Source: an optimization exercise on an open RTL-to-GDS flow (aim: small area, a short achievable clock period and few clock cycles per item). Production flows keep margins and buffers that such runs may drop.
No run shown here included a check of the RTL's function; only the layout flow was run.

==> flow/design.v (outline; a module is shown in full before it is edited, if it fits) <==
// module mandel_engine: 111 lines
// module mandel_dp: 1478 lines
// module mandel_fa: 10 lines
module mandel_engine #(
    parameter int BITS      = 16,
    parameter int ITER_BITS = 7
) (
    input  logic                   clk,
    input  logic                   rst_n,
    input  logic                   in_valid,
    output logic                   in_ready,
    input  logic signed [BITS-1:0] in_x,
    input  logic signed [BITS-1:0] in_y,
    input  logic                   julia_mode,
    input  logic signed [BITS-1:0] julia_cx,
    input  logic signed [BITS-1:0] julia_cy,
    input  logic [ITER_BITS-1:0]   max_iter,
    input  logic                   abort,
    output logic                   out_valid,
    input  logic                   out_ready,
    output logic [ITER_BITS-1:0]   out_iter,
    output logic                   out_escaped,
    output logic                   busy
);
  // ...
==> flow/flow/run.sh <==
#!/bin/bash
# The standard layout (standard.sh), with the port buffers made from
# sky130_fd_sc_hd__buf_1 cells instead of the default choice of a delay
# buffer, and clock tree synthesis without dummy loads.
set -euo pipefail
export BUFFER_PORTS_ARGS="-buffer_cell sky130_fd_sc_hd__buf_1"
export CTS_ARGS="-sink_clustering_enable -repair_clock_nets -buf_list sky130_fd_sc_hd__clkbuf_8 -dont_use_dummy_load"
bash standard.sh > standard.log 2>&1
==> flow/standard.sh <==
#!/bin/bash
# synth_recipe.tcl (not shown) runs the flow's synth.tcl, then flattens the netlist and writes it again
# the make line also repeats each setting of config.mk as NAME=value (left out here)
make -C /OpenROAD-flow-scripts/flow DESIGN_CONFIG=/design/flow/config.mk WORK_HOME=/design/flow/orfs CLKGATE_MAP_FILE= SYNTH_SCRIPT=/design/flow/synth_recipe.tcl "${@:-finish}"
==> flow/config.mk <==
export PLATFORM = sky130hd
export DESIGN_NAME = mandel_engine
export DESIGN_NICKNAME = mandel_engine
export VERILOG_FILES = /design/flow/design.v
export SDC_FILE = /design/flow/constraint.sdc
export NUM_CORES = 4
export LEC_CHECK = 0
export CAP_MARGIN = 20
export CORE_MARGIN = 2
export CORE_UTILIZATION = 65
export CTS_BUF_LIST = sky130_fd_sc_hd__clkbuf_8
export PLACE_DENSITY = 0.75
export SLEW_MARGIN = 20
export SYNTH_HIERARCHICAL = 1
export SYNTH_MINIMUM_KEEP_SIZE = 0
==> flow/constraint.sdc <==
create_clock -name core_clock -period 14.0 [get_ports {clk}]
set_input_delay 2.8000 -clock core_clock [delete_from_list [all_inputs] [get_ports {clk}]]
set_output_delay 2.8000 -clock core_clock [all_outputs]
set_load 0.01 [all_outputs]
==> flow_metrics.env, run 1 <==
export IMPL_status="finished clean"
export IMPL_grtUsageMet1_pct=39.93
export IMPL_required_ns=14.36
export IMPL_drive_above_1_share_pct=6.514
export IMPL_layout_commonest_cell="nor2_1"
export IMPL_cts_tree="built"
export IMPL_fin_util_pct=69.61
export IMPL_whs_endpoint="stop_q"
export IMPL_arrival_ns=6.64
export IMPL_synthToLayoutAreaGrowth_pct=4.611
export IMPL_start_util_pct=66.54
export IMPL_synth_area_top_cells="fa_1, edfxtp_1, ha_1"
export IMPL_grt_use_total_pct=30.97
export IMPL_busiest_layer="met2"
export IMPL_cts_resized_gates=0
export IMPL_synthFlopType="edfxtp_1"
export IMPL_clock_sinks=116
export IMPL_fill_cells=2138
export IMPL_max_stage_delay_ns=0.56
export IMPL_synth_cells=1715
export IMPL_rsz0062_at_grt="false"
export IMPL_cpMostUsedCell="fa_1"
export IMPL_diodes=0
export IMPL_grt_pass1_vias=14360
export IMPL_num_rows=61
export IMPL_fin_cells=2128
export IMPL_grt_use_met2_pct=52.33
export IMPL_post_route_drc_count=0
export IMPL_r2r_cells=18
export IMPL_dr_first_iter_drc_count=977
export IMPL_start_kind="flip-flop"
export IMPL_portBuffers=87
==> run 2, diff against run 1 <==
==> flow/flow/run.sh (replaced) <==
#!/bin/bash
# The standard layout (standard.sh), with: the port buffers made from
# sky130_fd_sc_hd__buf_1 cells instead of the default choice of a delay
# buffer; clock tree synthesis without dummy loads; after global placement,
# registers with many loads upsized (flow/gain.tcl); after detailed
# placement, buffers with many loads upsized (flow/bufs.tcl).
set -euo pipefail
export BUFFER_PORTS_ARGS="-buffer_cell sky130_fd_sc_hd__buf_1"
export CTS_ARGS="-sink_clustering_enable -repair_clock_nets -buf_list sky130_fd_sc_hd__clkbuf_8 -dont_use_dummy_load"
export POST_GLOBAL_PLACE_TCL="$(pwd)/flow/gain.tcl"
export POST_DETAIL_PLACE_TCL="$(pwd)/flow/bufs.tcl"
bash standard.sh > standard.log 2>&1
==> flow/flow/bufs.tcl (new file) <==
# After detailed placement: buffers that drive many loads get a stronger
# drive of their own kind (buf_4 -> buf_8).
set n 0
foreach inst [get_cells *] {
  if {[get_property $inst ref_name] ne "sky130_fd_sc_hd__buf_4"} { continue }
  set o [get_pins -of_objects $inst -filter "direction == output"]
  set loads [llength [get_pins -of_objects [get_nets -of_objects $o] -filter "direction == input"]]
  if {$loads >= 16} {
    replace_cell $inst sky130_fd_sc_hd__buf_8
    incr n
  }
}
puts "bufs.tcl: upsized $n buffers"
==> flow/flow/gain.tcl (new file) <==
# After global placement: registers that drive many loads get the
# strongest drive of their own cell type (dfxtp_1 -> dfxtp_4).
set n 0
foreach inst [get_cells *] {
  if {[get_property $inst ref_name] ne "sky130_fd_sc_hd__dfxtp_1"} { continue }
  set q [get_pins -of_objects $inst -filter "direction == output"]
  set loads [llength [get_pins -of_objects [get_nets -of_objects $q] -filter "direction == input"]]
  if {$loads >= 8} {
    replace_cell $inst sky130_fd_sc_hd__dfxtp_4
    incr n
  }
}
puts "gain.tcl: upsized $n registers"
--- a/flow/config.mk
+++ b/flow/config.mk
@@ -9,7 +9,7 @@
 export CORE_MARGIN = 2
 export CORE_UTILIZATION = 65
 export CTS_BUF_LIST = sky130_fd_sc_hd__clkbuf_8
-export PLACE_DENSITY = 0.75
+export PLACE_DENSITY = 0.8
 export SLEW_MARGIN = 20
 export SYNTH_HIERARCHICAL = 1
 export SYNTH_MINIMUM_KEEP_SIZE = 0
==> run 2 against run 1 <==
Die area did not move. Register-to-register slack improved by 0.05 ns. Maximum frequency rose by 0.81%. Cell area rose by 1.4%.
==> flow_metrics.env, run 2 <==
export IMPL_status="finished clean"
export IMPL_drive_above_1_share_pct=7.257
export IMPL_max_stage_delay_ns=0.57
export IMPL_viasPerCell=6.134
export IMPL_vias=13050
export IMPL_drt_wl_total_um=42980
export IMPL_synth_seq_cells=116
export IMPL_diodes=0
export IMPL_antenna_found_initial=0
export IMPL_dp_hpwl_um=32180
export IMPL_path_class="flip-flop to flip-flop"
export IMPL_grt_pass1_vias=14780
export IMPL_synth_cells=1715
export IMPL_synthTopCellsByCount="nor2_1, fa_1, ha_1"
export IMPL_dieArea_mm2=0.02997
export IMPL_max_freq_mhz=160.5
export IMPL_wl_met1_um=15760
export IMPL_post_synth_top_area_fraction_pct=43.51
export IMPL_ys_types=65
export IMPL_drv_slew=0
export IMPL_wl_met3_um=3357
export IMPL_worst_path_max_fanout=20
export IMPL_slew_headroom_pct=25.45
export IMPL_synth_top_area_cell="fa_1"
export IMPL_cpMostUsedCell="fa_1"
export IMPL_cts_tree="built"
export IMPL_synthToLayoutAreaGrowth_pct=6.098
export IMPL_endpoint_kind="flip-flop"
export IMPL_drtPass1Iterations=7
export IMPL_die_h_um=173.1
export IMPL_top_layer="met4"
export IMPL_fp_dieW_um=173.1
export IMPL_start_util_pct=66.54
export IMPL_wl_per_cell_um=20.20
export IMPL_path_cells="buf_8, or2_2, fa_1, fa_1, fa_1, fa_1, inv_1, ha_1, fa_1, fa_1, ha_1, a21oi_1, nand2b_1, a31oi_2, a41oi_2, o31ai_2, a21oi_2, xnor2_1, mux2_2"
export IMPL_start_kind="flip-flop"
export IMPL_final_cell_mix="nor2_1, fa_1, ha_1"
export IMPL_clockBufferDepth=2
export IMPL_rsz0062_at_grt="false"
export IMPL_clock_root_buffer="clkbuf_8"
export IMPL_grt_pass1_wl_um=72890
export IMPL_layout_commonest_cell="nor2_1"
export IMPL_fin_crit_ns=6.231
export IMPL_synth_edf_count=71
export IMPL_grt_ovfl_total=0
export IMPL_cts_resized_gates=0
export IMPL_setup_violations=0
export IMPL_synth_area_top_cells="fa_1, edfxtp_1, ha_1"
export IMPL_arrival_ns=6.58
export IMPL_ys_seq_area_share_pct=16.32
export IMPL_worstMarginPinSlew_ns=1.117
export IMPL_final_nets=2398
export IMPL_setup_tns_ns=0
export IMPL_cp_slowest_cell="fa_1"
export IMPL_synthFlopType="edfxtp_1"
export IMPL_clock_sinks=116
export IMPL_cts_setup_buffers=0
export IMPL_synthArstFlopShare_pct=0
export IMPL_cts_max_level=4
export IMPL_core_region_area_mm2=0.02793
export IMPL_syn_avg_cell_area_um2=10.84
export IMPL_numCtsBuffers=17
export IMPL_yosys_warnings=7
export IMPL_grt_use_total_pct=30.80
export IMPL_drv_cap=0
export IMPL_hold_path_class="flip-flop to flip-flop"
export IMPL_dr_first_iter_drc_count=1061
export IMPL_drt_antenna_violating_nets=0
export IMPL_skew_ns=0.02246
export IMPL_fin_util_pct=70.60
export IMPL_hold_viol=0
export IMPL_grt_max_degree=49
export IMPL_period_share_pct=44.50
export IMPL_post_route_drc_count=0
export IMPL_routed_wl_met2_um=22140
export IMPL_rrSetupSlack_ns=7.77
export IMPL_io_pins=88
export IMPL_holdBufCountCts=0
export IMPL_yosysMostFrequentCell="nor2_1"
export IMPL_cts_clk_slew_worst_paths_ns=0.08
export IMPL_required_ns=14.35
export IMPL_mappedNetlistArea_mm2=0.01859
export IMPL_fill_cells=1979
export IMPL_portBuffers=87
export IMPL_num_rows=61
export IMPL_clk_latency_ns=0.47
[run 2: cell counts after synthesis]
No cell type changed its count.
[run 2: final timing paths]
| path | start | endpoint | depth (start not counted) |
|---|---|---|---|
| min | stop_q | stop_q | 2 |
| max | zyn_q[1] | xh_q | 19 |
| min reg2reg | stop_q | stop_q | 2 |
| max reg2reg | zyn_q[1] | xh_q | 19 |
[run 2: area by class of cell]
class                      count  area (um2)  share of cell area (%)
clock buffer                  17       234.0                   1.186
inverter                      82       307.8                   1.561
multi-input combinational   1418       14840                   75.26
sequential                   116        3082                   15.63
tap                          378       473.0                   2.398
timing repair buffer         117       783.3                   3.972
[run 2: metrics by stage]
step | instances | instance area [um2] | worst slack (ns) | hold slack, ns
after floorplan | 1719 | 18600 | 8.066 | 0.4477
after global placement | 2110 | 19200 | 7.798 | 0.5093
after detailed placement | 2110 | 19250 | 7.721 | 0.5185
after CTS | 2127 | 19690 | 7.794 | 0.5433
after global routing | 2128 | 19720 | 7.502 | 0.5648
final | 2128 | 19720 | 7.769 | 0.5441
[run 2: modules after synthesis (local to each module, per instance)]
| module | cell area, um2 | copies in the design | flip-flops and latches | cells |
|---|---|---|---|---|
| mandel_dp | 5675 | 1 | 0 | 969 |
| mandel_engine | 4885 | 1 | 116 | 345 |
| mandel_fa | 20.02 | 401 | 0 | 1 |
[run 2: critical path, delay by kind of cell, from the launching register on]
family / cells / cell delay [ns]
adders and majority gates: 8 / 3.48
xor gates and xnor gates: 1 / 0.12
DFF: 1 / 0.40
muxes: 1 / 0.25
buffers and inverters: 2 / 0.23
AOI/OAI and AO/OA: 5 / 1.09
and+or+nand+nor: 2 / 0.51
[run 2: logic make-up after synthesis]
family | Yosys count | synth area share (%)
muxes | 69 | 3.945
and+or+nand+nor | 564 | 12.61
buffers and inverters | 185 | 3.931
xor gates and xnor gates | 77 | 3.628
other | 2 | 0.04040
adders and majority gates | 569 | 54.62
DFF | 116 | 16.32
AOI/OAI and AO/OA | 133 | 4.914
[run 2: routing by layer]
layer,GRT usage (%),vias to the layer above
met5,0,-
met4,13.24,0
met3,5.629,147
met2,53.58,652
met1,37.88,6652
li1,-,5602

[re-timing with driven ports]
The flow's constraints put no driver on any port. The routed layouts listed below were extracted and timed again, unchanged, in two steps.
Step 1: set_driving_cell puts a clkbuf_16 on clk and a buf_2 on each other input, an assumption about the parent block.
Step 2 adds t to the input delays and takes it off the output delays; t is the mean of the earliest and latest rising clock arrival at the registers after step 1. Input paths then give back, and output paths get back, about the clock's delay inside the block.
a / b / c = ideal / step 1 / step 2; a / b = the first two.
run	shift t [ns]	setup WS [ns]	slew at the worst register clock pin (ns)	pins driven straight from the clock port
run 1	0.517	7.719 / 7.719 / 7.719	0.08 / 0.08	1
run 2	0.496	7.769 / 7.769 / 7.769	0.08 / 0.08	1
After both steps setup and hold are still met in every run listed.
